Context: an optimization exercise on an open-source flow, tuned for small area, a short achievable clock period and few clock cycles. The choices shown serve that exercise and are no tape-out recipe. Only simulation tests tie the RTL to the original design; equivalence was not proved.

--- flow/config.mk ---
export PLATFORM = sky130hd
export DESIGN_NAME = rtc_fields_to_epoch_seconds_unit
export DESIGN_NICKNAME = rtc_fields_to_epoch_seconds_unit
export VERILOG_FILES = /design/flow/design.v
export SDC_FILE = /design/flow/constraint.sdc
export NUM_CORES = 4
export LEC_CHECK = 0
export CAP_MARGIN = 20
export CORE_MARGIN = 2
export CORE_UTILIZATION = 40
export CTS_BUF_LIST = sky130_fd_sc_hd__clkbuf_8
export SETUP_SLACK_MARGIN = 3.0
export SLEW_MARGIN = 20
--- flow/standard.sh ---
#!/bin/bash
# synth_recipe.tcl (not shown) runs the flow's synth.tcl, then flattens the netlist and writes it again
# the make line also repeats each setting of config.mk as NAME=value (left out here)
make -C /OpenROAD-flow-scripts/flow DESIGN_CONFIG=/design/flow/config.mk WORK_HOME=/design/flow/orfs CLKGATE_MAP_FILE= SYNTH_SCRIPT=/design/flow/synth_recipe.tcl "${@:-finish}"
--- flow/constraint.sdc ---
create_clock -name core_clock -period 8.0 [get_ports {clk}]
set_input_delay 1.6000 -clock core_clock [delete_from_list [all_inputs] [get_ports {clk}]]
set_output_delay 1.6000 -clock core_clock [all_outputs]
set_load 0.01 [all_outputs]
--- flow/design.v ---
package rfes_pkg;
  localparam logic [11:0] EPOCH_YEAR    = 12'd1970;
  localparam logic [11:0] BASE_YEAR     = 12'd2000;
  localparam logic [16:0] SECS_PER_DAY  = 17'd86400;
  localparam logic [16:0] SECS_PER_HOUR = 17'd3600;
  localparam logic [16:0] SECS_PER_MIN  = 17'd60;
  localparam logic [16:0] SECS_PER_SEC  = 17'd1;
  localparam logic [1:0] EPOCH_MOD4   = 2'd2;
  localparam logic [6:0] EPOCH_MOD100 = 7'd70;
  localparam logic [8:0] EPOCH_MOD400 = 9'd370;
  localparam logic CFG_BCD_MODE  = 1'b0;
  localparam logic CFG_TWELVE_HR = 1'b1;
  typedef struct packed {
    logic [7:0] raw_seconds;
    logic [7:0] raw_minutes;
    logic [7:0] raw_hours;
    logic [7:0] raw_monthday;
    logic [7:0] raw_month;
    logic [7:0] raw_year;
  } rfes_in_t;
  typedef struct packed {
    logic [31:0] epoch_seconds;
    logic        field_error;
  } rfes_out_t;
  typedef struct packed {
    logic [7:0] sec;
    logic [7:0] min;
    logic [7:0] hr;
    logic [7:0] day;
    logic [3:0] mon_idx;
    logic       mon_ok;
    logic [7:0] yr;
    logic       err;
  } rfes_dec_t;
  typedef enum logic [3:0] {
    ST_IDLE,
    ST_YEARS,
    ST_DAY,
    ST_MUL_DAY,
    ST_MUL_HR,
    ST_MUL_MIN,
    ST_MUL_SEC,
    ST_LAST,
    ST_OUT
  } rfes_state_t;
  typedef enum logic [3:0] {
    OP_NONE,
    OP_LOAD,
    OP_YEAR,
    OP_MONTH,
    OP_DAY,
    OP_MUL_DAY,
    OP_MUL_HR,
    OP_MUL_MIN,
    OP_MUL_SEC,
    OP_LAST
  } rfes_op_t;
  typedef struct packed {
    rfes_op_t op;
  } rfes_ctrl_t;
  typedef struct packed {
    logic year_done;
  } rfes_stat_t;
  function automatic logic [7:0] bcd_decode(input logic [7:0] b, input logic bcd);
    logic [7:0] hi;
    hi = {4'b0000, b[7:4]};
    if (bcd) begin
      bcd_decode = (hi << 3) + (hi << 1) + {4'b0000, b[3:0]};
    end else begin
      bcd_decode = b;
    end
  endfunction
  function automatic logic [8:0] days_before_month(input logic [3:0] idx);
    case (idx)
      4'd0:    days_before_month = 9'd0;
      4'd1:    days_before_month = 9'd31;
      4'd2:    days_before_month = 9'd59;
      4'd3:    days_before_month = 9'd90;
      4'd4:    days_before_month = 9'd120;
      4'd5:    days_before_month = 9'd151;
      4'd6:    days_before_month = 9'd181;
      4'd7:    days_before_month = 9'd212;
      4'd8:    days_before_month = 9'd243;
      4'd9:    days_before_month = 9'd273;
      4'd10:   days_before_month = 9'd304;
      4'd11:   days_before_month = 9'd334;
      default: days_before_month = 9'd0;
    endcase
  endfunction
  function automatic logic [4:0] month_length(input logic [3:0] idx);
    case (idx)
      4'd1:              month_length = 5'd28;
      4'd3, 4'd5, 4'd8,
      4'd10:             month_length = 5'd30;
      default:           month_length = 5'd31;
    endcase
  endfunction
  function automatic logic [15:0] month_offset(input logic [3:0] mon, input logic leap);
    case ({mon, leap})
      5'd2: month_offset = 16'd10957;
      5'd3: month_offset = 16'd10956;
      5'd4: month_offset = 16'd10988;
      5'd5: month_offset = 16'd10987;
      5'd6: month_offset = 16'd11016;
      5'd7: month_offset = 16'd11016;
      5'd8: month_offset = 16'd11047;
      5'd9: month_offset = 16'd11047;
      5'd10: month_offset = 16'd11077;
      5'd11: month_offset = 16'd11077;
      5'd12: month_offset = 16'd11108;
      5'd13: month_offset = 16'd11108;
      5'd14: month_offset = 16'd11138;
      5'd15: month_offset = 16'd11138;
      5'd16: month_offset = 16'd11169;
      5'd17: month_offset = 16'd11169;
      5'd18: month_offset = 16'd11200;
      5'd19: month_offset = 16'd11200;
      5'd20: month_offset = 16'd11230;
      5'd21: month_offset = 16'd11230;
      5'd22: month_offset = 16'd11261;
      5'd23: month_offset = 16'd11261;
      5'd24: month_offset = 16'd11291;
      5'd25: month_offset = 16'd11291;
      default: month_offset = 16'd0;
    endcase
  endfunction
  function automatic logic gt8(input logic [7:0] x, input logic [7:0] c);
    logic g;
    g = 1'b0;
    for (int i = 0; i < 8; i++) begin
      g = c[i] ? (x[i] & g) : (x[i] | g);
    end
    gt8 = g;
  endfunction
  function automatic logic bcd_gt59(input logic [7:0] b);
    bcd_gt59 = gt8({4'd0, b[7:4]}, 8'd5) || ((b[7:4] == 4'd5) && gt8({4'd0, b[3:0]}, 8'd9));
  endfunction
  function automatic logic bcd_gt23(input logic [7:0] b);
    bcd_gt23 = gt8({4'd0, b[7:4]}, 8'd2) || ((b[7:4] == 4'd2) && gt8({4'd0, b[3:0]}, 8'd3)) ||
               ((b[7:4] == 4'd1) && gt8({4'd0, b[3:0]}, 8'd13));
  endfunction
  function automatic logic bcd_gt99(input logic [7:0] b);
    bcd_gt99 = gt8({4'd0, b[7:4]}, 8'd9) || ((b[7:4] == 4'd9) && gt8({4'd0, b[3:0]}, 8'd9));
  endfunction
  function automatic logic bcd_bad_1_12(input logic [6:0] b);
    bcd_bad_1_12 = gt8({5'd0, b[6:4]}, 8'd1) || ((b[6:4] == 3'd1) && gt8({4'd0, b[3:0]}, 8'd2)) ||
                   ((b[6:4] == 3'd0) && ((b[3:0] == 4'd0) || gt8({4'd0, b[3:0]}, 8'd12)));
  endfunction
  function automatic logic day_gt(input logic [7:0] b, input logic bcd, input logic [3:0] ml);
    if (bcd) begin
      day_gt = gt8({4'd0, b[7:4]}, 8'd3) ||
               ((b[7:4] == 4'd3) && (ml[0] || ml[1] || (ml[2] && (b[3:0] != 4'd0)) ||
                                     (ml[3] && gt8({4'd0, b[3:0]}, 8'd1)))) ||
               ((b[7:4] == 4'd2) && ((ml[0] && gt8({4'd0, b[3:0]}, 8'd8)) ||
                                     (ml[1] && gt8({4'd0, b[3:0]}, 8'd9)) ||
                                     (ml[2] && gt8({4'd0, b[3:0]}, 8'd10)) ||
                                     (ml[3] && gt8({4'd0, b[3:0]}, 8'd11))));
    end else begin
      day_gt = gt8(b, 8'd31) || (ml[0] && gt8(b, 8'd28)) || (ml[1] && gt8(b, 8'd29)) ||
               (ml[2] && gt8(b, 8'd30));
    end
  endfunction
  function automatic logic [4:0] hour12(input logic [3:0] h, input logic pm);
    case ({pm, h})
      5'h01: hour12 = 5'd1;
      5'h02: hour12 = 5'd2;
      5'h03: hour12 = 5'd3;
      5'h04: hour12 = 5'd4;
      5'h05: hour12 = 5'd5;
      5'h06: hour12 = 5'd6;
      5'h07: hour12 = 5'd7;
      5'h08: hour12 = 5'd8;
      5'h09: hour12 = 5'd9;
      5'h0a: hour12 = 5'd10;
      5'h0b: hour12 = 5'd11;
      5'h11: hour12 = 5'd13;
      5'h12: hour12 = 5'd14;
      5'h13: hour12 = 5'd15;
      5'h14: hour12 = 5'd16;
      5'h15: hour12 = 5'd17;
      5'h16: hour12 = 5'd18;
      5'h17: hour12 = 5'd19;
      5'h18: hour12 = 5'd20;
      5'h19: hour12 = 5'd21;
      5'h1a: hour12 = 5'd22;
      5'h1b: hour12 = 5'd23;
      5'h1c: hour12 = 5'd12;
      default: hour12 = 5'd0;
    endcase
  endfunction
endpackage
module rtc_fields_to_epoch_seconds_unit (
  input  logic      clk,
  input  logic      rst,
  input  logic      start,
  output logic      busy,
  input  rfes_pkg::rfes_in_t  fields,
  output logic      done,
  output rfes_pkg::rfes_out_t result,
  input  logic      cfg_write,
  input  logic      cfg_index,
  input  logic      cfg_data
);
  logic        bcd_mode;
  logic        twelve_hour_mode;
  always_ff @(posedge clk) begin
    if (rst) begin
      bcd_mode         <= 1'b1;
      twelve_hour_mode <= 1'b0;
    end else if (cfg_write) begin
      case (cfg_index)
        rfes_pkg::CFG_BCD_MODE:  bcd_mode         <= cfg_data;
        rfes_pkg::CFG_TWELVE_HR: twelve_hour_mode <= cfg_data;
        default:       bcd_mode         <= bcd_mode;
      endcase
    end
  end
  assign busy = 1'b0;
  logic [5:0]  sec6;
  logic [5:0]  min6;
  logic [4:0]  hv5;
  logic [4:0]  day5;
  logic [6:0]  yr7;
  logic [3:0]  mon4;
  logic [3:0]  h4;
  logic [4:0]  hr5;
  logic        leap;
  logic [3:0]  ml;
  logic        err_sec, err_min, err_hr, err_day, err_mon, err_yr, err_all;
  logic t0;
  logic t1;
  logic t2;
  logic t3;
  logic t4;
  logic t5;
  logic t6;
  logic t7;
  logic t8;
  logic t9;
  logic t10;
  logic t11;
  logic t12;
  logic t13;
  logic t14;
  logic t15;
  logic t16;
  logic t17;
  logic t18;
  logic t19;
  logic t20;
  logic t21;
  logic t22;
  logic t23;
  logic t24;
  logic t25;
  logic t26;
  logic t27;
  logic t28;
  logic t29;
  logic t30;
  logic t31;
  logic t32;
  logic t33;
  logic t34;
  logic t35;
  logic t36;
  logic t37;
  logic t38;
  logic t39;
  logic t40;
  logic t41;
  logic t42;
  logic t43;
  logic t44;
  logic t45;
  logic t46;
  logic t47;
  logic t48;
  logic t49;
  logic t50;
  logic t51;
  logic t52;
  logic t53;
  logic t54;
  logic t55;
  logic t56;
  logic t57;
  logic t58;
  logic t59;
  logic t60;
  logic t61;
  logic t62;
  logic t63;
  logic t64;
  logic t65;
  logic t66;
  logic t67;
  logic t68;
  logic t69;
  logic t70;
  logic t71;
  logic t72;
  logic t73;
  logic t74;
  logic t75;
  logic t76;
  logic t77;
  logic t78;
  logic t79;
  logic t80;
  logic t81;
  logic t82;
  logic t83;
  logic t84;
  logic t85;
  logic t86;
  logic t87;
  logic t88;
  logic t89;
  logic t90;
  logic t91;
  logic t92;
  logic t93;
  logic t94;
  logic t95;
  logic t96;
  logic t97;
  logic t98;
  logic t99;
  logic t100;
  logic t101;
  logic t102;
  logic t103;
  logic t104;
  logic t105;
  logic t106;
  logic t107;
  logic t108;
  logic t109;
  logic t110;
  logic t111;
  logic t112;
  logic t113;
  logic t114;
  logic t115;
  logic t116;
  logic t117;
  logic t118;
  logic t119;
  logic t120;
  logic t121;
  logic t122;
  logic t123;
  logic t124;
  logic t125;
  logic t126;
  logic t127;
  logic t128;
  logic t129;
  logic t130;
  logic t131;
  logic t132;
  logic t133;
  logic t134;
  logic t135;
  logic t136;
  logic t137;
  logic t138;
  logic t139;
  logic t140;
  logic t141;
  logic t142;
  logic t143;
  logic t144;
  logic t145;
  logic t146;
  logic t147;
  logic t148;
  logic t149;
  logic t150;
  logic t151;
  logic t152;
  logic t153;
  logic t154;
  logic t155;
  logic t156;
  logic t157;
  logic t158;
  logic t159;
  logic t160;
  assign t0 = bcd_mode & fields.raw_seconds[4];
  assign t1 = bcd_mode & fields.raw_seconds[5];
  assign t2 = bcd_mode ? fields.raw_seconds[6] : fields.raw_seconds[4];
  assign t3 = ~bcd_mode & fields.raw_seconds[5];
  assign t4 = ~bcd_mode & fields.raw_seconds[6];
  assign t5 = fields.raw_seconds[3] ^ fields.raw_seconds[4];
  assign t6 = fields.raw_seconds[3] & fields.raw_seconds[4];
  assign t7 = fields.raw_seconds[5] ^ t3;
  assign t8 = fields.raw_seconds[5] & t3;
  assign t9 = fields.raw_seconds[6] ^ t4;
  assign t10 = fields.raw_seconds[6] & t4;
  assign t11 = fields.raw_seconds[1] ^ t0;
  assign t12 = fields.raw_seconds[2] ^ t1;
  assign t13 = t2 ^ t5;
  assign t14 = t7 ^ t6;
  assign t15 = t9 ^ t8;
  assign t16 = fields.raw_seconds[1] & t0;
  assign t17 = fields.raw_seconds[2] & t1;
  assign t18 = t2 & t5;
  assign t19 = t7 & t6;
  assign t20 = t9 & t8;
  assign t21 = t17 | (t12 & t16);
  assign t22 = t12 & t11;
  assign t23 = t19 | (t14 & t18);
  assign t24 = t14 & t13;
  assign t25 = t18 | (t13 & t21);
  assign t26 = t13 & t22;
  assign t27 = t23 | (t24 & t21);
  assign t28 = t24 & t22;
  assign t29 = t20 | (t15 & t27);
  assign t30 = t12 ^ t16;
  assign t31 = t13 ^ t21;
  assign t32 = t14 ^ t25;
  assign t33 = t15 ^ t27;
  assign t34 = bcd_mode & fields.raw_minutes[4];
  assign t35 = bcd_mode & fields.raw_minutes[5];
  assign t36 = bcd_mode ? fields.raw_minutes[6] : fields.raw_minutes[4];
  assign t37 = ~bcd_mode & fields.raw_minutes[5];
  assign t38 = ~bcd_mode & fields.raw_minutes[6];
  assign t39 = fields.raw_minutes[3] ^ fields.raw_minutes[4];
  assign t40 = fields.raw_minutes[3] & fields.raw_minutes[4];
  assign t41 = fields.raw_minutes[5] ^ t37;
  assign t42 = fields.raw_minutes[5] & t37;
  assign t43 = fields.raw_minutes[6] ^ t38;
  assign t44 = fields.raw_minutes[6] & t38;
  assign t45 = fields.raw_minutes[1] ^ t34;
  assign t46 = fields.raw_minutes[2] ^ t35;
  assign t47 = t36 ^ t39;
  assign t48 = t41 ^ t40;
  assign t49 = t43 ^ t42;
  assign t50 = fields.raw_minutes[1] & t34;
  assign t51 = fields.raw_minutes[2] & t35;
  assign t52 = t36 & t39;
  assign t53 = t41 & t40;
  assign t54 = t43 & t42;
  assign t55 = t51 | (t46 & t50);
  assign t56 = t46 & t45;
  assign t57 = t53 | (t48 & t52);
  assign t58 = t48 & t47;
  assign t59 = t52 | (t47 & t55);
  assign t60 = t47 & t56;
  assign t61 = t57 | (t58 & t55);
  assign t62 = t58 & t56;
  assign t63 = t54 | (t49 & t61);
  assign t64 = t46 ^ t50;
  assign t65 = t47 ^ t55;
  assign t66 = t48 ^ t59;
  assign t67 = t49 ^ t61;
  assign t68 = bcd_mode & fields.raw_hours[4];
  assign t69 = bcd_mode & fields.raw_hours[5];
  assign t70 = ~bcd_mode & fields.raw_hours[4];
  assign t71 = ~bcd_mode & fields.raw_hours[5];
  assign t72 = fields.raw_hours[3] ^ fields.raw_hours[4];
  assign t73 = fields.raw_hours[3] & fields.raw_hours[4];
  assign t74 = fields.raw_hours[5] ^ t71;
  assign t75 = fields.raw_hours[5] & t71;
  assign t76 = fields.raw_hours[1] ^ t68;
  assign t77 = fields.raw_hours[2] ^ t69;
  assign t78 = t70 ^ t72;
  assign t79 = t74 ^ t73;
  assign t80 = fields.raw_hours[1] & t68;
  assign t81 = fields.raw_hours[2] & t69;
  assign t82 = t70 & t72;
  assign t83 = t74 & t73;
  assign t84 = t81 | (t77 & t80);
  assign t85 = t77 & t76;
  assign t86 = t83 | (t79 & t82);
  assign t87 = t82 | (t78 & t84);
  assign t88 = t78 & t85;
  assign t89 = t86 | (t79 & t84);
  assign t90 = t77 ^ t80;
  assign t91 = t78 ^ t84;
  assign t92 = t79 ^ t87;
  assign t93 = bcd_mode & fields.raw_monthday[4];
  assign t94 = bcd_mode & fields.raw_monthday[5];
  assign t95 = ~bcd_mode & fields.raw_monthday[4];
  assign t96 = ~bcd_mode & fields.raw_monthday[5];
  assign t97 = fields.raw_monthday[3] ^ fields.raw_monthday[4];
  assign t98 = fields.raw_monthday[3] & fields.raw_monthday[4];
  assign t99 = fields.raw_monthday[5] ^ t96;
  assign t100 = fields.raw_monthday[5] & t96;
  assign t101 = fields.raw_monthday[1] ^ t93;
  assign t102 = fields.raw_monthday[2] ^ t94;
  assign t103 = t95 ^ t97;
  assign t104 = t99 ^ t98;
  assign t105 = fields.raw_monthday[1] & t93;
  assign t106 = fields.raw_monthday[2] & t94;
  assign t107 = t95 & t97;
  assign t108 = t99 & t98;
  assign t109 = t106 | (t102 & t105);
  assign t110 = t102 & t101;
  assign t111 = t108 | (t104 & t107);
  assign t112 = t107 | (t103 & t109);
  assign t113 = t103 & t110;
  assign t114 = t111 | (t104 & t109);
  assign t115 = t102 ^ t105;
  assign t116 = t103 ^ t109;
  assign t117 = t104 ^ t112;
  assign t118 = bcd_mode & fields.raw_year[4];
  assign t119 = bcd_mode & fields.raw_year[5];
  assign t120 = bcd_mode ? fields.raw_year[6] : fields.raw_year[4];
  assign t121 = bcd_mode ? fields.raw_year[7] : fields.raw_year[5];
  assign t122 = ~bcd_mode & fields.raw_year[6];
  assign t123 = ~bcd_mode & fields.raw_year[7];
  assign t124 = fields.raw_year[3] ^ fields.raw_year[4];
  assign t125 = fields.raw_year[3] & fields.raw_year[4];
  assign t126 = fields.raw_year[5] ^ t121;
  assign t127 = fields.raw_year[5] & t121;
  assign t128 = fields.raw_year[6] ^ t122;
  assign t129 = fields.raw_year[6] & t122;
  assign t130 = fields.raw_year[7] ^ t123;
  assign t131 = fields.raw_year[7] & t123;
  assign t132 = fields.raw_year[1] ^ t118;
  assign t133 = fields.raw_year[2] ^ t119;
  assign t134 = t120 ^ t124;
  assign t135 = t126 ^ t125;
  assign t136 = t128 ^ t127;
  assign t137 = t130 ^ t129;
  assign t138 = fields.raw_year[1] & t118;
  assign t139 = fields.raw_year[2] & t119;
  assign t140 = t120 & t124;
  assign t141 = t126 & t125;
  assign t142 = t128 & t127;
  assign t143 = t130 & t129;
  assign t144 = t139 | (t133 & t138);
  assign t145 = t133 & t132;
  assign t146 = t141 | (t135 & t140);
  assign t147 = t135 & t134;
  assign t148 = t143 | (t137 & t142);
  assign t149 = t140 | (t134 & t144);
  assign t150 = t134 & t145;
  assign t151 = t146 | (t147 & t144);
  assign t152 = t147 & t145;
  assign t153 = t142 | (t136 & t151);
  assign t154 = t136 & t152;
  assign t155 = t148 | (t137 & t151);
  assign t156 = t133 ^ t138;
  assign t157 = t134 ^ t144;
  assign t158 = t135 ^ t149;
  assign t159 = t136 ^ t151;
  assign t160 = t137 ^ t153;
  assign sec6 = {t33, t32, t31, t30, t11, fields.raw_seconds[0]};
  assign min6 = {t67, t66, t65, t64, t45, fields.raw_minutes[0]};
  assign hv5 = {t92, t91, t90, t76, fields.raw_hours[0]};
  assign day5 = {t117, t116, t115, t101, fields.raw_monthday[0]};
  assign yr7 = {t160, t159, t158, t157, t156, t132, fields.raw_year[0]};
  always_comb begin
    err_sec = bcd_mode ? rfes_pkg::bcd_gt59(fields.raw_seconds) : rfes_pkg::gt8(fields.raw_seconds, 8'd59);
    err_min = bcd_mode ? rfes_pkg::bcd_gt59(fields.raw_minutes) : rfes_pkg::gt8(fields.raw_minutes, 8'd59);
    if (twelve_hour_mode) begin
      err_hr = bcd_mode ? rfes_pkg::bcd_bad_1_12(fields.raw_hours[6:0]) :
                          ((fields.raw_hours[6:0] == 7'd0) ||
                           rfes_pkg::gt8({1'b0, fields.raw_hours[6:0]}, 8'd12));
    end else begin
      err_hr = bcd_mode ? rfes_pkg::bcd_gt23(fields.raw_hours) : rfes_pkg::gt8(fields.raw_hours, 8'd23);
    end
    err_mon = bcd_mode ? (rfes_pkg::bcd_bad_1_12(fields.raw_month[6:0]) || fields.raw_month[7]) :
                         ((fields.raw_month == 8'd0) || rfes_pkg::gt8(fields.raw_month, 8'd12));
    err_yr  = bcd_mode ? rfes_pkg::bcd_gt99(fields.raw_year) : rfes_pkg::gt8(fields.raw_year, 8'd99);
  end
  always_comb begin
    if (bcd_mode && fields.raw_month[4]) begin
      mon4 = {1'b1, fields.raw_month[1], ~fields.raw_month[1], fields.raw_month[0]};
    end else begin
      mon4 = fields.raw_month[3:0];
    end
    if (bcd_mode && fields.raw_hours[4]) begin
      h4 = {1'b1, fields.raw_hours[1], ~fields.raw_hours[1], fields.raw_hours[0]};
    end else begin
      h4 = fields.raw_hours[3:0];
    end
    hr5 = twelve_hour_mode ? rfes_pkg::hour12(h4, fields.raw_hours[7]) : hv5;
    if (bcd_mode) begin
      leap = !fields.raw_year[0] && (fields.raw_year[1] == fields.raw_year[4]);
    end else begin
      leap = (fields.raw_year[1:0] == 2'b00);
    end
    ml[0] = (mon4 == 4'd2) && !leap;
    ml[1] = (mon4 == 4'd2) && leap;
    ml[2] = (mon4 == 4'd4) || (mon4 == 4'd6) || (mon4 == 4'd9) || (mon4 == 4'd11);
    ml[3] = !(ml[0] || ml[1] || ml[2]);
    err_day = (fields.raw_monthday == 8'd0) || rfes_pkg::day_gt(fields.raw_monthday, bcd_mode, ml);
    err_all = err_sec || err_min || err_hr || err_day || err_mon || err_yr;
  end
  logic        v_q;
  logic        err_q;
  logic [4:0]  q_q;
  logic [1:0]  r_q;
  logic [3:0]  mon_q;
  logic [4:0]  day_q;
  logic [4:0]  hr_q;
  logic [5:0]  min_q;
  logic [5:0]  sec_q;
  always_ff @(posedge clk) begin
    if (rst) begin
      v_q <= 1'b0;
    end else begin
      v_q <= start;
    end
  end
  always_ff @(posedge clk) begin
    err_q <= err_all;
    q_q   <= yr7[6:2];
    r_q   <= yr7[1:0];
    mon_q <= mon4;
    day_q <= day5;
    hr_q  <= hr5;
    min_q <= min6;
    sec_q <= sec6;
  end
  logic [31:0] tab;
  logic [31:0] epoch;
  logic        leap_q;
  assign leap_q = (r_q == 2'd0);
  always_comb begin
    case (mon_q)
      4'd1: tab = leap_q ? 32'd676164100 : 32'd676250500;
      4'd2: tab = leap_q ? 32'd678842500 : 32'd678928900;
      4'd3: tab = 32'd681348100;
      4'd4: tab = 32'd684026500;
      4'd5: tab = 32'd686618500;
      4'd6: tab = 32'd689296900;
      4'd7: tab = 32'd691888900;
      4'd8: tab = 32'd694567300;
      4'd9: tab = 32'd697245700;
      4'd10: tab = 32'd699837700;
      4'd11: tab = 32'd702516100;
      4'd12: tab = 32'd705108100;
      default: tab = 32'd0;
    endcase
  end
  logic t161;
  logic t162;
  logic t163;
  logic t164;
  logic t165;
  logic t166;
  logic t167;
  logic t168;
  logic t169;
  logic t170;
  logic t171;
  logic t172;
  logic t173;
  logic t174;
  logic t175;
  logic t176;
  logic t177;
  logic t178;
  logic t179;
  logic t180;
  logic t181;
  logic t182;
  logic t183;
  logic t184;
  logic t185;
  logic t186;
  logic t187;
  logic t188;
  logic t189;
  logic t190;
  logic t191;
  logic t192;
  logic t193;
  logic t194;
  logic t195;
  logic t196;
  logic t197;
  logic t198;
  logic t199;
  logic t200;
  logic t201;
  logic t202;
  logic t203;
  logic t204;
  logic t205;
  logic t206;
  logic t207;
  logic t208;
  logic t209;
  logic t210;
  logic t211;
  logic t212;
  logic t213;
  logic t214;
  logic t215;
  logic t216;
  logic t217;
  logic t218;
  logic t219;
  logic t220;
  logic t221;
  logic t222;
  logic t223;
  logic t224;
  logic t225;
  logic t226;
  logic t227;
  logic t228;
  logic t229;
  logic t230;
  logic t231;
  logic t232;
  logic t233;
  logic t234;
  logic t235;
  logic t236;
  logic t237;
  logic t238;
  logic t239;
  logic t240;
  logic t241;
  logic t242;
  logic t243;
  logic t244;
  logic t245;
  logic t246;
  logic t247;
  logic t248;
  logic t249;
  logic t250;
  logic t251;
  logic t252;
  logic t253;
  logic t254;
  logic t255;
  logic t256;
  logic t257;
  logic t258;
  logic t259;
  logic t260;
  logic t261;
  logic t262;
  logic t263;
  logic t264;
  logic t265;
  logic t266;
  logic t267;
  logic t268;
  logic t269;
  logic t270;
  logic t271;
  logic t272;
  logic t273;
  logic t274;
  logic t275;
  logic t276;
  logic t277;
  logic t278;
  logic t279;
  logic t280;
  logic t281;
  logic t282;
  logic t283;
  logic t284;
  logic t285;
  logic t286;
  logic t287;
  logic t288;
  logic t289;
  logic t290;
  logic t291;
  logic t292;
  logic t293;
  logic t294;
  logic t295;
  logic t296;
  logic t297;
  logic t298;
  logic t299;
  logic t300;
  logic t301;
  logic t302;
  logic t303;
  logic t304;
  logic t305;
  logic t306;
  logic t307;
  logic t308;
  logic t309;
  logic t310;
  logic t311;
  logic t312;
  logic t313;
  logic t314;
  logic t315;
  logic t316;
  logic t317;
  logic t318;
  logic t319;
  logic t320;
  logic t321;
  logic t322;
  logic t323;
  logic t324;
  logic t325;
  logic t326;
  logic t327;
  logic t328;
  logic t329;
  logic t330;
  logic t331;
  logic t332;
  logic t333;
  logic t334;
  logic t335;
  logic t336;
  logic t337;
  logic t338;
  logic t339;
  logic t340;
  logic t341;
  logic t342;
  logic t343;
  logic t344;
  logic t345;
  logic t346;
  logic t347;
  logic t348;
  logic t349;
  logic t350;
  logic t351;
  logic t352;
  logic t353;
  logic t354;
  logic t355;
  logic t356;
  logic t357;
  logic t358;
  logic t359;
  logic t360;
  logic t361;
  logic t362;
  logic t363;
  logic t364;
  logic t365;
  logic t366;
  logic t367;
  logic t368;
  logic t369;
  logic t370;
  logic t371;
  logic t372;
  logic t373;
  logic t374;
  logic t375;
  logic t376;
  logic t377;
  logic t378;
  logic t379;
  logic t380;
  logic t381;
  logic t382;
  logic t383;
  logic t384;
  logic t385;
  logic t386;
  logic t387;
  logic t388;
  logic t389;
  logic t390;
  logic t391;
  logic t392;
  logic t393;
  logic t394;
  logic t395;
  logic t396;
  logic t397;
  logic t398;
  logic t399;
  logic t400;
  logic t401;
  logic t402;
  logic t403;
  logic t404;
  logic t405;
  logic t406;
  logic t407;
  logic t408;
  logic t409;
  logic t410;
  logic t411;
  logic t412;
  logic t413;
  logic t414;
  logic t415;
  logic t416;
  logic t417;
  logic t418;
  logic t419;
  logic t420;
  logic t421;
  logic t422;
  logic t423;
  logic t424;
  logic t425;
  logic t426;
  logic t427;
  logic t428;
  logic t429;
  logic t430;
  logic t431;
  logic t432;
  logic t433;
  logic t434;
  logic t435;
  logic t436;
  logic t437;
  logic t438;
  logic t439;
  logic t440;
  logic t441;
  logic t442;
  logic t443;
  logic t444;
  logic t445;
  logic t446;
  logic t447;
  logic t448;
  logic t449;
  logic t450;
  logic t451;
  logic t452;
  logic t453;
  logic t454;
  logic t455;
  logic t456;
  logic t457;
  logic t458;
  logic t459;
  logic t460;
  logic t461;
  logic t462;
  logic t463;
  logic t464;
  logic t465;
  logic t466;
  logic t467;
  logic t468;
  logic t469;
  logic t470;
  logic t471;
  logic t472;
  logic t473;
  logic t474;
  logic t475;
  logic t476;
  logic t477;
  logic t478;
  logic t479;
  logic t480;
  logic t481;
  logic t482;
  logic t483;
  logic t484;
  logic t485;
  logic t486;
  logic t487;
  logic t488;
  logic t489;
  logic t490;
  logic t491;
  logic t492;
  logic t493;
  logic t494;
  logic t495;
  logic t496;
  logic t497;
  logic t498;
  logic t499;
  logic t500;
  logic t501;
  logic t502;
  logic t503;
  logic t504;
  logic t505;
  logic t506;
  logic t507;
  logic t508;
  logic t509;
  logic t510;
  logic t511;
  logic t512;
  logic t513;
  logic t514;
  logic t515;
  logic t516;
  logic t517;
  logic t518;
  logic t519;
  logic t520;
  logic t521;
  logic t522;
  logic t523;
  logic t524;
  logic t525;
  logic t526;
  logic t527;
  logic t528;
  logic t529;
  logic t530;
  logic t531;
  logic t532;
  logic t533;
  logic t534;
  logic t535;
  logic t536;
  logic t537;
  logic t538;
  logic t539;
  logic t540;
  logic t541;
  logic t542;
  logic t543;
  logic t544;
  logic t545;
  logic t546;
  logic t547;
  assign t161 = ~q_q[0] ^ day_q[0];
  assign t162 = ~q_q[0] & day_q[0];
  assign t163 = ~q_q[1] ^ day_q[1] ^ day_q[0];
  assign t164 = (~q_q[1] & day_q[1]) | (day_q[0] & (~q_q[1] ^ day_q[1]));
  assign t165 = ~q_q[2] ^ day_q[2];
  assign t166 = ~q_q[2] & day_q[2];
  assign t167 = ~q_q[3] ^ day_q[3] ^ day_q[2];
  assign t168 = (~q_q[3] & day_q[3]) | (day_q[2] & (~q_q[3] ^ day_q[3]));
  assign t169 = ~q_q[4] ^ day_q[4] ^ day_q[3];
  assign t170 = (~q_q[4] & day_q[4]) | (day_q[3] & (~q_q[4] ^ day_q[4]));
  assign t171 = day_q[4] ^ day_q[0];
  assign t172 = day_q[4] & day_q[0];
  assign t173 = q_q[0] ^ day_q[1];
  assign t174 = q_q[0] & day_q[1];
  assign t175 = q_q[1] ^ day_q[2];
  assign t176 = q_q[1] & day_q[2];
  assign t177 = q_q[2] ^ day_q[3];
  assign t178 = q_q[2] & day_q[3];
  assign t179 = q_q[3] ^ day_q[4] ^ day_q[2];
  assign t180 = (q_q[3] & day_q[4]) | (day_q[2] & (q_q[3] ^ day_q[4]));
  assign t181 = q_q[4] ^ ~q_q[0];
  assign t182 = q_q[4] & ~q_q[0];
  assign t183 = hr_q[3] ^ ~min_q[5] ^ min_q[1];
  assign t184 = (hr_q[3] & ~min_q[5]) | (min_q[1] & (hr_q[3] ^ ~min_q[5]));
  assign t185 = hr_q[4] ^ min_q[2] ^ ~r_q[1];
  assign t186 = (hr_q[4] & min_q[2]) | (~r_q[1] & (hr_q[4] ^ min_q[2]));
  assign t187 = tab[8] ^ t162;
  assign t188 = tab[8] & t162;
  assign t189 = day_q[1] ^ ~hr_q[0] ^ min_q[3];
  assign t190 = (day_q[1] & ~hr_q[0]) | (min_q[3] & (day_q[1] ^ ~hr_q[0]));
  assign t191 = tab[9] ^ t165 ^ t164;
  assign t192 = (tab[9] & t165) | (t164 & (tab[9] ^ t165));
  assign t193 = ~hr_q[1] ^ min_q[4] ^ r_q[0];
  assign t194 = (~hr_q[1] & min_q[4]) | (r_q[0] & (~hr_q[1] ^ min_q[4]));
  assign t195 = tab[10] ^ t166 ^ t167;
  assign t196 = (tab[10] & t166) | (t167 & (tab[10] ^ t166));
  assign t197 = ~hr_q[2] ^ min_q[5] ^ r_q[1];
  assign t198 = (~hr_q[2] & min_q[5]) | (r_q[1] & (~hr_q[2] ^ min_q[5]));
  assign t199 = tab[11] ^ t169 ^ t168;
  assign t200 = (tab[11] & t169) | (t168 & (tab[11] ^ t169));
  assign t201 = ~hr_q[3] ^ hr_q[0] ^ ~r_q[0];
  assign t202 = (~hr_q[3] & hr_q[0]) | (~r_q[0] & (~hr_q[3] ^ hr_q[0]));
  assign t203 = tab[12] ^ t171 ^ t170;
  assign t204 = (tab[12] & t171) | (t170 & (tab[12] ^ t171));
  assign t205 = ~hr_q[4] ^ hr_q[1] ^ ~r_q[1];
  assign t206 = (~hr_q[4] & hr_q[1]) | (~r_q[1] & (~hr_q[4] ^ hr_q[1]));
  assign t207 = tab[13] ^ t173 ^ t172;
  assign t208 = (tab[13] & t173) | (t172 & (tab[13] ^ t173));
  assign t209 = day_q[0] ^ hr_q[2] ^ r_q[0];
  assign t210 = (day_q[0] & hr_q[2]) | (r_q[0] & (day_q[0] ^ hr_q[2]));
  assign t211 = tab[14] ^ t175 ^ t174;
  assign t212 = (tab[14] & t175) | (t174 & (tab[14] ^ t175));
  assign t213 = day_q[1] ^ hr_q[3] ^ r_q[1];
  assign t214 = (day_q[1] & hr_q[3]) | (r_q[1] & (day_q[1] ^ hr_q[3]));
  assign t215 = tab[15] ^ t177 ^ t176;
  assign t216 = (tab[15] & t177) | (t176 & (tab[15] ^ t177));
  assign t217 = day_q[0] ^ hr_q[4] ^ r_q[0];
  assign t218 = (day_q[0] & hr_q[4]) | (r_q[0] & (day_q[0] ^ hr_q[4]));
  assign t219 = tab[16] ^ t178 ^ t179;
  assign t220 = (tab[16] & t178) | (t179 & (tab[16] ^ t178));
  assign t221 = day_q[3] ^ day_q[1] ^ r_q[1];
  assign t222 = (day_q[3] & day_q[1]) | (r_q[1] & (day_q[3] ^ day_q[1]));
  assign t223 = tab[17] ^ t181 ^ t180;
  assign t224 = (tab[17] & t181) | (t180 & (tab[17] ^ t181));
  assign t225 = ~q_q[1] ^ day_q[4] ^ day_q[2];
  assign t226 = (~q_q[1] & day_q[4]) | (day_q[2] & (~q_q[1] ^ day_q[4]));
  assign t227 = 1'b1 ^ t182;
  assign t228 = 1'b1 & t182;
  assign t229 = ~q_q[2] ^ q_q[0] ^ day_q[3];
  assign t230 = (~q_q[2] & q_q[0]) | (day_q[3] & (~q_q[2] ^ q_q[0]));
  assign t231 = ~q_q[3] ^ q_q[1];
  assign t232 = ~q_q[3] & q_q[1];
  assign t233 = ~q_q[4] ^ q_q[2];
  assign t234 = ~q_q[4] & q_q[2];
  assign t235 = ~r_q[0] ^ tab[7];
  assign t236 = ~r_q[0] & tab[7];
  assign t237 = t163 ^ t185 ^ t184;
  assign t238 = (t163 & t185) | (t184 & (t163 ^ t185));
  assign t239 = t189 ^ t186 ^ t188;
  assign t240 = (t189 & t186) | (t188 & (t189 ^ t186));
  assign t241 = t193 ^ t190 ^ t195;
  assign t242 = (t193 & t190) | (t195 & (t193 ^ t190));
  assign t243 = t197 ^ t194 ^ t199;
  assign t244 = (t197 & t194) | (t199 & (t197 ^ t194));
  assign t245 = t201 ^ t198 ^ t203;
  assign t246 = (t201 & t198) | (t203 & (t201 ^ t198));
  assign t247 = t205 ^ t202 ^ t207;
  assign t248 = (t205 & t202) | (t207 & (t205 ^ t202));
  assign t249 = t209 ^ t206 ^ t211;
  assign t250 = (t209 & t206) | (t211 & (t209 ^ t206));
  assign t251 = t213 ^ t210 ^ t215;
  assign t252 = (t213 & t210) | (t215 & (t213 ^ t210));
  assign t253 = t217 ^ t214 ^ t216;
  assign t254 = (t217 & t214) | (t216 & (t217 ^ t214));
  assign t255 = t221 ^ t218 ^ t223;
  assign t256 = (t221 & t218) | (t223 & (t221 ^ t218));
  assign t257 = t225 ^ t222 ^ t227;
  assign t258 = (t225 & t222) | (t227 & (t225 ^ t222));
  assign t259 = tab[19] ^ t229 ^ t226;
  assign t260 = (tab[19] & t229) | (t226 & (tab[19] ^ t229));
  assign t261 = day_q[4] ^ tab[20] ^ t231;
  assign t262 = (day_q[4] & tab[20]) | (t231 & (day_q[4] ^ tab[20]));
  assign t263 = ~r_q[0] ^ tab[21] ^ t233;
  assign t264 = (~r_q[0] & tab[21]) | (t233 & (~r_q[0] ^ tab[21]));
  assign t265 = q_q[3] ^ ~r_q[1] ^ tab[22];
  assign t266 = (q_q[3] & ~r_q[1]) | (tab[22] & (q_q[3] ^ ~r_q[1]));
  assign t267 = q_q[4] ^ ~q_q[0];
  assign t268 = q_q[4] & ~q_q[0];
  assign t269 = ~min_q[0] ^ sec_q[2];
  assign t270 = ~min_q[0] & sec_q[2];
  assign t271 = ~min_q[1] ^ sec_q[3];
  assign t272 = ~min_q[1] & sec_q[3];
  assign t273 = hr_q[0] ^ ~min_q[2] ^ sec_q[4];
  assign t274 = (hr_q[0] & ~min_q[2]) | (sec_q[4] & (hr_q[0] ^ ~min_q[2]));
  assign t275 = hr_q[1] ^ ~min_q[3] ^ sec_q[5];
  assign t276 = (hr_q[1] & ~min_q[3]) | (sec_q[5] & (hr_q[1] ^ ~min_q[3]));
  assign t277 = hr_q[2] ^ ~min_q[4] ^ min_q[0];
  assign t278 = (hr_q[2] & ~min_q[4]) | (min_q[0] & (hr_q[2] ^ ~min_q[4]));
  assign t279 = t161 ^ t235 ^ t183;
  assign t280 = (t161 & t235) | (t183 & (t161 ^ t235));
  assign t281 = t236 ^ t187 ^ t237;
  assign t282 = (t236 & t187) | (t237 & (t236 ^ t187));
  assign t283 = t191 ^ t238 ^ t239;
  assign t284 = (t191 & t238) | (t239 & (t191 ^ t238));
  assign t285 = t192 ^ t240 ^ t241;
  assign t286 = (t192 & t240) | (t241 & (t192 ^ t240));
  assign t287 = t196 ^ t243 ^ t242;
  assign t288 = (t196 & t243) | (t242 & (t196 ^ t243));
  assign t289 = t200 ^ t245 ^ t244;
  assign t290 = (t200 & t245) | (t244 & (t200 ^ t245));
  assign t291 = t204 ^ t247 ^ t246;
  assign t292 = (t204 & t247) | (t246 & (t204 ^ t247));
  assign t293 = t208 ^ t249 ^ t248;
  assign t294 = (t208 & t249) | (t248 & (t208 ^ t249));
  assign t295 = t212 ^ t251 ^ t250;
  assign t296 = (t212 & t251) | (t250 & (t212 ^ t251));
  assign t297 = t219 ^ t253 ^ t252;
  assign t298 = (t219 & t253) | (t252 & (t219 ^ t253));
  assign t299 = t220 ^ t254 ^ t255;
  assign t300 = (t220 & t254) | (t255 & (t220 ^ t254));
  assign t301 = t224 ^ t257 ^ t256;
  assign t302 = (t224 & t257) | (t256 & (t224 ^ t257));
  assign t303 = t228 ^ t259 ^ t258;
  assign t304 = (t228 & t259) | (t258 & (t228 ^ t259));
  assign t305 = t230 ^ t261 ^ t260;
  assign t306 = (t230 & t261) | (t260 & (t230 ^ t261));
  assign t307 = t232 ^ t263 ^ t262;
  assign t308 = (t232 & t263) | (t262 & (t232 ^ t263));
  assign t309 = t234 ^ t265 ^ t264;
  assign t310 = (t234 & t265) | (t264 & (t234 ^ t265));
  assign t311 = tab[23] ^ t267 ^ t266;
  assign t312 = (tab[23] & t267) | (t266 & (tab[23] ^ t267));
  assign t313 = ~q_q[1] ^ tab[24] ^ t268;
  assign t314 = (~q_q[1] & tab[24]) | (t268 & (~q_q[1] ^ tab[24]));
  assign t315 = ~q_q[2] ^ r_q[0] ^ tab[25];
  assign t316 = (~q_q[2] & r_q[0]) | (tab[25] & (~q_q[2] ^ r_q[0]));
  assign t317 = ~q_q[3] ^ r_q[1];
  assign t318 = ~q_q[3] & r_q[1];
  assign t319 = ~q_q[4] ^ q_q[0] ^ 1'b1;
  assign t320 = (~q_q[4] & q_q[0]) | (1'b1 & (~q_q[4] ^ q_q[0]));
  assign t321 = 1'b1 ^ t269;
  assign t322 = t271 ^ t270;
  assign t323 = t273 ^ t272;
  assign t324 = t275 ^ t274;
  assign t325 = t277 ^ t276;
  assign t326 = t279 ^ t278;
  assign t327 = t281 ^ t280;
  assign t328 = t283 ^ t282;
  assign t329 = t285 ^ t284;
  assign t330 = t287 ^ t286;
  assign t331 = t289 ^ t288;
  assign t332 = t291 ^ t290;
  assign t333 = t293 ^ t292;
  assign t334 = t295 ^ t294;
  assign t335 = t297 ^ t296;
  assign t336 = t299 ^ t298;
  assign t337 = t301 ^ t300;
  assign t338 = t303 ^ t302;
  assign t339 = t305 ^ t304;
  assign t340 = t307 ^ t306;
  assign t341 = t309 ^ t308;
  assign t342 = t311 ^ t310;
  assign t343 = t313 ^ t312;
  assign t344 = t315 ^ t314;
  assign t345 = t317 ^ t316;
  assign t346 = t319 ^ t318;
  assign t347 = q_q[1] ^ t320;
  assign t348 = q_q[2] ^ 1'b1;
  assign t349 = q_q[3] ^ 1'b0;
  assign t350 = q_q[4] ^ 1'b0;
  assign t351 = 1'b1 & t269;
  assign t352 = t271 & t270;
  assign t353 = t273 & t272;
  assign t354 = t275 & t274;
  assign t355 = t277 & t276;
  assign t356 = t279 & t278;
  assign t357 = t281 & t280;
  assign t358 = t283 & t282;
  assign t359 = t285 & t284;
  assign t360 = t287 & t286;
  assign t361 = t289 & t288;
  assign t362 = t291 & t290;
  assign t363 = t293 & t292;
  assign t364 = t295 & t294;
  assign t365 = t297 & t296;
  assign t366 = t299 & t298;
  assign t367 = t301 & t300;
  assign t368 = t303 & t302;
  assign t369 = t305 & t304;
  assign t370 = t307 & t306;
  assign t371 = t309 & t308;
  assign t372 = t311 & t310;
  assign t373 = t313 & t312;
  assign t374 = t315 & t314;
  assign t375 = t317 & t316;
  assign t376 = t319 & t318;
  assign t377 = q_q[1] & t320;
  assign t378 = q_q[2] & 1'b1;
  assign t379 = q_q[3] & 1'b0;
  assign t380 = q_q[4] & 1'b0;
  assign t381 = t352 | (t322 & t351);
  assign t382 = t322 & t321;
  assign t383 = t354 | (t324 & t353);
  assign t384 = t324 & t323;
  assign t385 = t356 | (t326 & t355);
  assign t386 = t326 & t325;
  assign t387 = t358 | (t328 & t357);
  assign t388 = t328 & t327;
  assign t389 = t360 | (t330 & t359);
  assign t390 = t330 & t329;
  assign t391 = t362 | (t332 & t361);
  assign t392 = t332 & t331;
  assign t393 = t364 | (t334 & t363);
  assign t394 = t334 & t333;
  assign t395 = t366 | (t336 & t365);
  assign t396 = t336 & t335;
  assign t397 = t368 | (t338 & t367);
  assign t398 = t338 & t337;
  assign t399 = t370 | (t340 & t369);
  assign t400 = t340 & t339;
  assign t401 = t372 | (t342 & t371);
  assign t402 = t342 & t341;
  assign t403 = t374 | (t344 & t373);
  assign t404 = t344 & t343;
  assign t405 = t376 | (t346 & t375);
  assign t406 = t346 & t345;
  assign t407 = t378 | (t348 & t377);
  assign t408 = t348 & t347;
  assign t409 = t380 | (t350 & t379);
  assign t410 = t353 | (t323 & t381);
  assign t411 = t323 & t382;
  assign t412 = t383 | (t384 & t381);
  assign t413 = t384 & t382;
  assign t414 = t357 | (t327 & t385);
  assign t415 = t327 & t386;
  assign t416 = t387 | (t388 & t385);
  assign t417 = t388 & t386;
  assign t418 = t361 | (t331 & t389);
  assign t419 = t331 & t390;
  assign t420 = t391 | (t392 & t389);
  assign t421 = t392 & t390;
  assign t422 = t365 | (t335 & t393);
  assign t423 = t335 & t394;
  assign t424 = t395 | (t396 & t393);
  assign t425 = t396 & t394;
  assign t426 = t369 | (t339 & t397);
  assign t427 = t339 & t398;
  assign t428 = t399 | (t400 & t397);
  assign t429 = t400 & t398;
  assign t430 = t373 | (t343 & t401);
  assign t431 = t343 & t402;
  assign t432 = t403 | (t404 & t401);
  assign t433 = t404 & t402;
  assign t434 = t377 | (t347 & t405);
  assign t435 = t347 & t406;
  assign t436 = t407 | (t408 & t405);
  assign t437 = t408 & t406;
  assign t438 = t355 | (t325 & t412);
  assign t439 = t325 & t413;
  assign t440 = t385 | (t386 & t412);
  assign t441 = t386 & t413;
  assign t442 = t414 | (t415 & t412);
  assign t443 = t415 & t413;
  assign t444 = t416 | (t417 & t412);
  assign t445 = t417 & t413;
  assign t446 = t363 | (t333 & t420);
  assign t447 = t333 & t421;
  assign t448 = t393 | (t394 & t420);
  assign t449 = t394 & t421;
  assign t450 = t422 | (t423 & t420);
  assign t451 = t423 & t421;
  assign t452 = t424 | (t425 & t420);
  assign t453 = t425 & t421;
  assign t454 = t371 | (t341 & t428);
  assign t455 = t341 & t429;
  assign t456 = t401 | (t402 & t428);
  assign t457 = t402 & t429;
  assign t458 = t430 | (t431 & t428);
  assign t459 = t431 & t429;
  assign t460 = t432 | (t433 & t428);
  assign t461 = t433 & t429;
  assign t462 = t379 | (t349 & t436);
  assign t463 = t349 & t437;
  assign t464 = t409 | (t350 & t436);
  assign t465 = t359 | (t329 & t444);
  assign t466 = t329 & t445;
  assign t467 = t389 | (t390 & t444);
  assign t468 = t390 & t445;
  assign t469 = t418 | (t419 & t444);
  assign t470 = t419 & t445;
  assign t471 = t420 | (t421 & t444);
  assign t472 = t421 & t445;
  assign t473 = t446 | (t447 & t444);
  assign t474 = t447 & t445;
  assign t475 = t448 | (t449 & t444);
  assign t476 = t449 & t445;
  assign t477 = t450 | (t451 & t444);
  assign t478 = t451 & t445;
  assign t479 = t452 | (t453 & t444);
  assign t480 = t453 & t445;
  assign t481 = t375 | (t345 & t460);
  assign t482 = t345 & t461;
  assign t483 = t405 | (t406 & t460);
  assign t484 = t406 & t461;
  assign t485 = t434 | (t435 & t460);
  assign t486 = t435 & t461;
  assign t487 = t436 | (t437 & t460);
  assign t488 = t437 & t461;
  assign t489 = t462 | (t463 & t460);
  assign t490 = t463 & t461;
  assign t491 = t464 | (t350 & t460);
  assign t492 = t367 | (t337 & t479);
  assign t493 = t337 & t480;
  assign t494 = t397 | (t398 & t479);
  assign t495 = t398 & t480;
  assign t496 = t426 | (t427 & t479);
  assign t497 = t427 & t480;
  assign t498 = t428 | (t429 & t479);
  assign t499 = t429 & t480;
  assign t500 = t454 | (t455 & t479);
  assign t501 = t455 & t480;
  assign t502 = t456 | (t457 & t479);
  assign t503 = t457 & t480;
  assign t504 = t458 | (t459 & t479);
  assign t505 = t459 & t480;
  assign t506 = t460 | (t461 & t479);
  assign t507 = t461 & t480;
  assign t508 = t481 | (t482 & t479);
  assign t509 = t482 & t480;
  assign t510 = t483 | (t484 & t479);
  assign t511 = t484 & t480;
  assign t512 = t485 | (t486 & t479);
  assign t513 = t486 & t480;
  assign t514 = t487 | (t488 & t479);
  assign t515 = t488 & t480;
  assign t516 = t489 | (t490 & t479);
  assign t517 = t490 & t480;
  assign t518 = t491 | (t350 & t479);
  assign t519 = t322 ^ t351;
  assign t520 = t323 ^ t381;
  assign t521 = t324 ^ t410;
  assign t522 = t325 ^ t412;
  assign t523 = t326 ^ t438;
  assign t524 = t327 ^ t440;
  assign t525 = t328 ^ t442;
  assign t526 = t329 ^ t444;
  assign t527 = t330 ^ t465;
  assign t528 = t331 ^ t467;
  assign t529 = t332 ^ t469;
  assign t530 = t333 ^ t471;
  assign t531 = t334 ^ t473;
  assign t532 = t335 ^ t475;
  assign t533 = t336 ^ t477;
  assign t534 = t337 ^ t479;
  assign t535 = t338 ^ t492;
  assign t536 = t339 ^ t494;
  assign t537 = t340 ^ t496;
  assign t538 = t341 ^ t498;
  assign t539 = t342 ^ t500;
  assign t540 = t343 ^ t502;
  assign t541 = t344 ^ t504;
  assign t542 = t345 ^ t506;
  assign t543 = t346 ^ t508;
  assign t544 = t347 ^ t510;
  assign t545 = t348 ^ t512;
  assign t546 = t349 ^ t514;
  assign t547 = t350 ^ t516;
  assign epoch = {t547, t546, t545, t544, t543, t542, t541, t540, t539, t538, t537, t536, t535, t534, t533, t532, t531, t530, t529, t528, t527, t526, t525, t524, t523, t522, t521, t520, t519, t321, sec_q[1], sec_q[0]};
  logic        v2_q;
  logic [32:0] res_q;
  always_ff @(posedge clk) begin
    if (rst) begin
      v2_q <= 1'b0;
    end else begin
      v2_q <= v_q;
    end
  end
  always_ff @(posedge clk) begin
    res_q <= {epoch, err_q};
  end
  assign done   = v2_q;
  assign result = res_q;
endmodule
--- flow/flow/run.sh ---
#!/bin/bash
# Standard layout, with the port buffers made of the smallest buffer cell and
# Yosys's generic fine-grained ABC pass skipped, so that the adders written as
# gates reach full-adder extraction as written.
set -euo pipefail
bash standard.sh SYNTH_ARGS=-noabc BUFFER_PORTS_ARGS="-buffer_cell sky130_fd_sc_hd__buf_1" finish > standard_flow.log 2>&1
==> results of run 1 <==
cell usage after synthesis (3+ instances only):
cell / instances / area [um2]
inv_1: 82 / 308
nand2b_1: 4 / 25.0
o31ai_1: 6 / 45.0
xnor2_1: 21 / 184
or4_1: 3 / 22.5
nor4_1: 4 / 25.0
o211ai_1: 4 / 30.0
mux2_2: 4 / 45.0
a21o_1: 13 / 97.6
xor2_1: 16 / 140
o211a_1: 3 / 30.0
clkbuf_1: 14 / 52.6
nand3_1: 9 / 45.0
nor3_1: 7 / 35.0
o21ai_0: 27 / 135
nand2_1: 30 / 113
o21ai_2: 4 / 35.0
nor2b_1: 14 / 87.6
o21a_1: 4 / 30.0
nor2_1: 34 / 128
a21boi_0: 3 / 22.5
fa_1: 79 / 1580
a31oi_1: 4 / 25.0
and2_1: 8 / 50.1
nand4_1: 3 / 18.8
dfxtp_1: 71 / 1420
and3_1: 3 / 18.8
ha_1: 61 / 763
a21oi_1: 39 / 195
o22ai_1: 5 / 31.3
or2_2: 3 / 18.8
kinds of logic after synthesis:
family          after synthesis
fa+ha+maj                   140
compound gates              135
simple gates                127
buf+inv                      99
flops                        71
xor+xnor                     37
mux                           6
other cells                   1
worst reg2reg max path, cell delays in order, from the launching register on:
cell	delay, ns
dfxtp_1	0.66
nor2_2	0.17
xor2_1	0.17
o21ai_0	0.17
o21ai_1	0.12
fa_1	0.58
fa_1	0.43
fa_1	0.44
ha_1	0.33
a21oi_1	0.13
o21ai_0	0.16
a21oi_2	0.24
o21bai_2	0.13
a21oi_2	0.23
inv_1	0.08
fa_1	0.39
xor2_1	0.15
per-layer routing:
metal  vias to the layer above  track usage, %  share of wire, %
met5                         -               0                 0
met4                         0            6.53               1.9
met3                        17            3.77               4.7
met2                       121            30.2                47
met1                      2211            23.5                46
li1                       2223               -                 -
how the worst max path moves through the flow:
stage	to	cells after the start
global placement	res_q[20]$_DFF_P_	17
detailed placement	res_q[20]$_DFF_P_	17
CTS	res_q[20]$_DFF_P_	15
floorplan	res_q[20]$_DFF_P_	17
global route	res_q[20]$_DFF_P_	16
finish	res_q[20]$_DFF_P_	16
state kept, by name, indices dropped and copies added (netlist names), 2 cells and up:
name	count
day_q	5
hr_q	5
q_q	5
r_q	2
mon_q	4
sec_q	6
min_q	6
res_q	33
area by class of cell:
type                            instances  area, um2
Clock buffer                           11        151
Multi-Input combinational cell        446       4280
Tap cell                              188        235
Sequential cell                        71       1430
Clock inverter                          5       80.1
Inverter                               83        312
Timing Repair Buffer                   87        327
Fill cell                            1454       8220
per-stage QoR:
stage                     util, %  hold slack, ns  instances
after CTS                    45.2           0.337        891
final                        45.3           0.334        891
after detailed placement     43.6           0.315        875
after floorplan                 -           0.310        616
after global placement       43.6           0.313        875
after global routing         45.3           0.338        891
timing repair:
item | in CTS | in global routing
setup endpoints to repair | 1 | 11
hold buffers | 0 | 0
resized for setup | 1 | 11
endpoints found under the hold margin | 0 | 0
pin swaps | 0 | 0
==> run_results.csv, run 1 <==
group,metric,value,unit
outcome,status,"finished clean",
timing,tightest_slew,0.816,ns
critical_path,worstPathRequired,8.25,ns
place,place_hpwl,11.3,mm
global_route,grt_pass1_vias,4732,
cts,cts.sinks,71,
critical_path,r2r-start,"r_q[0]$_DFF_P_",
finish,nets,892,
global_route,antenna_found_initial,0,
logic_synthesis,synth_enable_flop_cells,0,
critical_path,cp_top_family,"adder cells",
timing,slew_headroom,45.5,%
drt,drtIter0Drc,165,
place,gp_congestion,0.860,
finish,final_area,6810,um2
floorplan,initial_core_util,40.3,%
timing,clock_skew,0.0140,ns
cts,numCtsBuffers,9,
critical_path,cp-start-kind,"register",
global_route,grt_first_pass_wirelength,22.9,mm
timing,clock.fmax,214,MHz
cts,cts-root-buf,"clkbuf_8",
place,place_area,6560,um2
floorplan,io_pins,89,
floorplan,die_h,127,um
global_route,track_usage,18.1,%
critical_path,r2r_setup_slack,3.32,ns
finish,final_common_cell,"buf_1",
critical_path,reg2reg_to,"res_q[20]$_DFF_P_",
run,maxCapViolations,0,
critical_path,cp.arrival,4.93,ns
logic_synthesis,ys_async_sr_fraction,0,%
drt,totalWireLength,13.7,mm
drt,dr_total_vias,4572,
logic_synthesis,yosys_warnings,1,
logic_synthesis,synthAdderAreaFrac,38.7,%
critical_path,crit_type,"reg2reg",
drt,drcViolationCount,0,
critical_path,crit_chain,"nor2_2 > xor2_1 > o21ai_0 > o21ai_1 > fa_1 > fa_1 > fa_1 > ha_1 > a21oi_1 > o21ai_0 > a21oi_2 > o21bai_2 > a21oi_2 > inv_1 > fa_1 > xor2_1",
min_path,hold-path-cell-count,0,
logic_synthesis,avgSynthCellArea,9.85,um2
critical_path,crit_top_cell,"fa_1",
timing,timing.final.ws_setup,3.32,ns
drt,wire_per_inst,15.4,um
timing,min_period_over_period,58.5,%
floorplan,std_cell_rows,45,
drt,via_per_inst,5.13,
cts,postCtsSetupBuffers,0,
logic_synthesis,synthMuxAreaShare,1.07,%
floorplan,design.core.area,15000,um2
logic_synthesis,synth_compound_area_share,14.9,%
logic_synthesis,seq_area_frac_synth,23.4,%
critical_path,path_buf_inv,1,
critical_path,slowest_delay,0.66,ns
place,io_buffers,87,
cts,htree_levels,3,
cts,clk_pin_slew,0.07,ns
timing,slew_viol_final,0,
timing,setup_viol,0,
finish,drive_gt1_share,6.26,%
logic_synthesis,synth_ff_type,"dfxtp_1",
logic_synthesis,netlist_area,6060,um2
global_route,grt_overflow,0,
logic_synthesis,synth_top_family_by_area,"adder cells",
timing,fin_setup_tns,0,ns
floorplan,dieArea,16200,um2
floorplan,fp.dieW,127,um
critical_path,cp_max_fo,6,
logic_synthesis,syn_inst,616,
global_route,grt_max_degree,31,
min_path,hold_class,"reg2reg",
critical_path,endpoint_kind,"register",
logic_synthesis,ys_types,58,
min_path,hold_path_end,"res_q[1]$_DFF_P_",
drt,drtAntennaViolNets,0,
finish,layout.cells.most_common_list,"buf_1 (87), inv_1 (83), fa_1 (79)",
cts,cts_tree,"done",
finish,diodes,0,
critical_path,setup.worst_path.start,"r_q[0]$_DFF_P_",
timing,period_minus_slack,4.68,ns
timing,hold_viol,0,
critical_path,cp_slowest_cell,"dfxtp_1",
min_path,hold_start,"sec_q[0]$_DFF_P_",
drt,drt_pass1_iterations,4,
cts,insertion_delay,0.37,ns
timing,rsz0062_at_grt,"false",
logic_synthesis,yosys.area_share.simple,10.3,%
logic_synthesis,ys_ff_latch,71,
cts,clockBufferDepth,2,
finish,syn2layout_area_growth,12.4,%
critical_path,worst_r2r_path_depth,16,
logic_synthesis,synth_xor_area_share,5.34,%
logic_synthesis,syn-num-nets,810,
place,post-place-ws,2.94,ns
Testbench counts, summed over its fixed seeds: cycles 2,112.
==> run 2: changes to the inputs <==
--- a/flow/config.mk
+++ b/flow/config.mk
@@ -9,5 +9,5 @@
 export CORE_MARGIN = 2
 export CORE_UTILIZATION = 40
 export CTS_BUF_LIST = sky130_fd_sc_hd__clkbuf_8
-export SETUP_SLACK_MARGIN = 3.0
+export SETUP_SLACK_MARGIN = 4.0
 export SLEW_MARGIN = 20
==> run 2 against run 1 <==
  * Still clean
  * Fmax is 12% higher
  * Flip-flop and latch count stayed put
  * Clock skew is 0.0015 ns lower
  * Register-to-register slack better by 0.50 ns
  * Utilization is 4.6 points higher
  * Cell count is 4.4% higher
  * Sequential share of layout area is 1.5 points lower
  * Critical path type unchanged
  * Critical endpoint is now res_q[31]$_DFF_P_
==> run_results.csv, run 2 <==
group,metric,value,unit
floorplan,io_pins,89,
critical_path,cp-start-kind,"register",
finish,layout.cells.most_common_list,"buf_1 (87), inv_1 (77), fa_1 (72)",
drt,totalWireLength,14.5,mm
critical_path,r2r-start,"mon_q[1]$_DFF_P_",
timing,tightest_slew,0.813,ns
global_route,grt_overflow,0,
cts,cts-root-buf,"clkbuf_8",
global_route,antenna_found_initial,0,
finish,drive_gt1_share,19.5,%
timing,clock.fmax,239,MHz
logic_synthesis,ys_ff_latch,71,
drt,dr_total_vias,4757,
logic_synthesis,syn_inst,616,
min_path,hold_class,"reg2reg",
finish,regMostFlops,"res_q",
logic_synthesis,ys_types,58,
logic_synthesis,avgSynthCellArea,9.85,um2
logic_synthesis,synthTopCellsByArea,"fa_1 (26%), dfxtp_1 (23%), ha_1 (13%), inv_1 (5.1%), a21oi_1 (3.2%)",
cts,clk_pin_slew,0.09,ns
place,place_hpwl,11.2,mm
logic_synthesis,yosys-top-cells-count,"inv_1 (82), fa_1 (79), dfxtp_1 (71)",
min_path,hold_start,"err_q$_DFF_P_",
logic_synthesis,ys_async_sr_fraction,0,%
global_route,grt_pass1_vias,4967,
critical_path,crit_type,"reg2reg",
logic_synthesis,synth_top_area_share,26.1,%
place,place_area,6620,um2
timing,hold_viol,0,
outcome,status,"finished clean",
floorplan,fp.dieW,127,um
drt,wire_per_inst,15.6,um
drt,drtAntennaViolNets,0,
cts,clockBufferDepth,2,
finish,nets,931,
place,gp_congestion,0.891,
floorplan,std_cell_rows,45,
cts,htree_levels,3,
floorplan,design.core.area,15000,um2
critical_path,r2r_setup_slack,3.82,ns
cts,cts_tree,"done",
logic_synthesis,synth.largest_area_cell,"fa_1",
timing,period_minus_slack,4.18,ns
logic_synthesis,synth_ff_type,"dfxtp_1",
timing,rsz0062_at_grt,"true",
critical_path,worstPathRequired,8.28,ns
finish,diodes,0,
logic_synthesis,yosysMostFrequentCell,"inv_1",
drt,drt_pass1_iterations,4,
timing,setup_viol,0,
global_route,grt_first_pass_wirelength,23.7,mm
cts,insertion_delay,0.37,ns
timing,slew_headroom,45.7,%
timing,fin_setup_tns,0,ns
logic_synthesis,yosys_warnings,1,
timing,clock_skew,0.0126,ns
finish,reg.largest.list,"res_q: 33 flops, min_q: 6 flops, sec_q: 6 flops",
finish,final_common_cell,"buf_1",
drt,via_per_inst,5.12,
floorplan,initial_core_util,40.3,%
drt,drtIter0Drc,214,
place,io_buffers,87,
global_route,track_usage,18.8,%
floorplan,dieArea,16200,um2
critical_path,cp.arrival,4.47,ns
logic_synthesis,netlist_area,6060,um2
logic_synthesis,syn-num-nets,810,
critical_path,cp_max_fo,7,
cts,numCtsBuffers,9,
cts,cts.sinks,71,
global_route,grt_max_degree,31,
finish,largest_reg_flops,33,
finish,syn2layout_area_growth,23.7,%
critical_path,endpoint_kind,"register",
timing,min_period_over_period,52.3,%
critical_path,worst_r2r_path_depth,17,
floorplan,die_h,127,um
critical_path,reg2reg_to,"res_q[31]$_DFF_P_",
logic_synthesis,seq_area_frac_synth,23.4,%
run,maxCapViolations,0,
finish,final_area,7500,um2
timing,slew_viol_final,0,
min_path,hold-path-cell-count,0,
logic_synthesis,synth_enable_flop_cells,0,
min_path,hold_path_end,"res_q[0]$_DFF_P_",
drt,drcViolationCount,0,
run 2: cell counts after synthesis:
Identical to the previous run, type by type.
run 2: final cells by class:
cell class	instances	area [um2]
clock buffers	9	124
clock inverters	7	120
fillers	1402	7530
inverters	83	325
multi-input cells	446	4610
flip-flops and latches	71	1460
well taps	188	235
repair buffers	126	631
run 2: worst max path at each step:
| stage | depth (start not counted) | to | from |
|---|---|---|---|
| 2_1_floorplan | 15 | res_q[20]$_DFF_P_ | day_q[2]$_DFF_P_ |
| 3_3_place_gp | 14 | res_q[19]$_DFF_P_ | mon_q[0]$_DFF_P_ |
| 3_5_place_dp | 15 | res_q[20]$_DFF_P_ | mon_q[0]$_DFF_P_ |
| 4_1_cts | 14 | res_q[19]$_DFF_P_ | day_q[2]$_DFF_P_ |
| 5_1_grt | 17 | res_q[32]$_DFF_P_ | mon_q[1]$_DFF_P_ |
| 6_report | 17 | res_q[31]$_DFF_P_ | mon_q[1]$_DFF_P_ |
run 2: metal layers:
metal | vias up | routed length, um | track usage [%]
li1 | 2311 | - | -
met1 | 2322 | 6380 | 24.0
met2 | 116 | 7350 | 31.8
met3 | 8 | 677 | 3.69
met4 | 0 | 126 | 6.79
met5 | - | 0 | 0
run 2: worst max-delay path: stages (launching register included):
cell and delay [ns]:
dfxtp_4 0.43, inv_6 0.05, nor2_4 0.21, nor2_4 0.06
o31ai_4 0.26, fa_1 0.49, fa_2 0.47, fa_1 0.60
ha_4 0.23, nand2_4 0.08, a211oi_4 0.05, buf_4 0.15
a211oi_4 0.29, o21ai_2 0.08, buf_6 0.14, a31o_4 0.24
nor2_1 0.12, xnor2_1 0.14
run 2: stage by stage:
step	hold WS [ns]	worst slack [ns]	std cells	util, %
5_1_grt	0.345	3.70	930	49.9
3_5_place_dp	0.314	3.28	875	44.1
3_3_place_gp	0.311	3.37	875	44.1
2_1_floorplan	0.310	4.00	616	-
4_1_cts	0.338	3.84	913	47.8
6_report	0.335	3.82	930	49.9
run 2: cell families after synthesis:
group                      Yosys count  share of synthesized area [%]
buffers and inverters               99                           6.21
muxes                                6                           1.07
adders and majority gates          140                           38.7
DFF                                 71                           23.4
AOI/OAI and AO/OA                  135                           14.9
xor gates and xnor gates            37                           5.34
and+or+nand+nor                    127                           10.3
other                                1                         0.0618
run 2: what timing repair did:
action,CTS,global route
setup buffers,22,17
resized for setup,47,39
setup endpoints to repair,22,18
hold buffers,0,0
pin swaps,22,31

[static timing again, ports no longer ideal]
How much do the figures lean on ideal ports? The routed layouts below were timed once more, with nothing changed but the port constraints.
Step 1 sets driving cells, clkbuf_16 on the clock port and buf_2 on the other inputs (assumed; they add their load-dependent delay and slew).
Step 2 moves the port delays by t, midway between the first and last clock arrival at a register: inputs arrive t later, outputs are due t later. That takes back most of the time a late clock gives input paths.
Slacks: ideal ports / drivers / drivers and shift; pairs: ideal ports / drivers.
run	shift t [ns]	slack for setup (ns)	hold slack, ns	worst setup path at the end	worst register clock-pin slew, ns
run 1	0.400	3.320 / 3.320 / 3.320	0.334 / 0.334 / 0.334	register to register	0.08 / 0.08
run 2	0.397	3.816 / 3.816 / 3.816	0.335 / 0.335 / 0.335	register to register	0.09 / 0.09
After both steps every run listed still meets setup and hold.
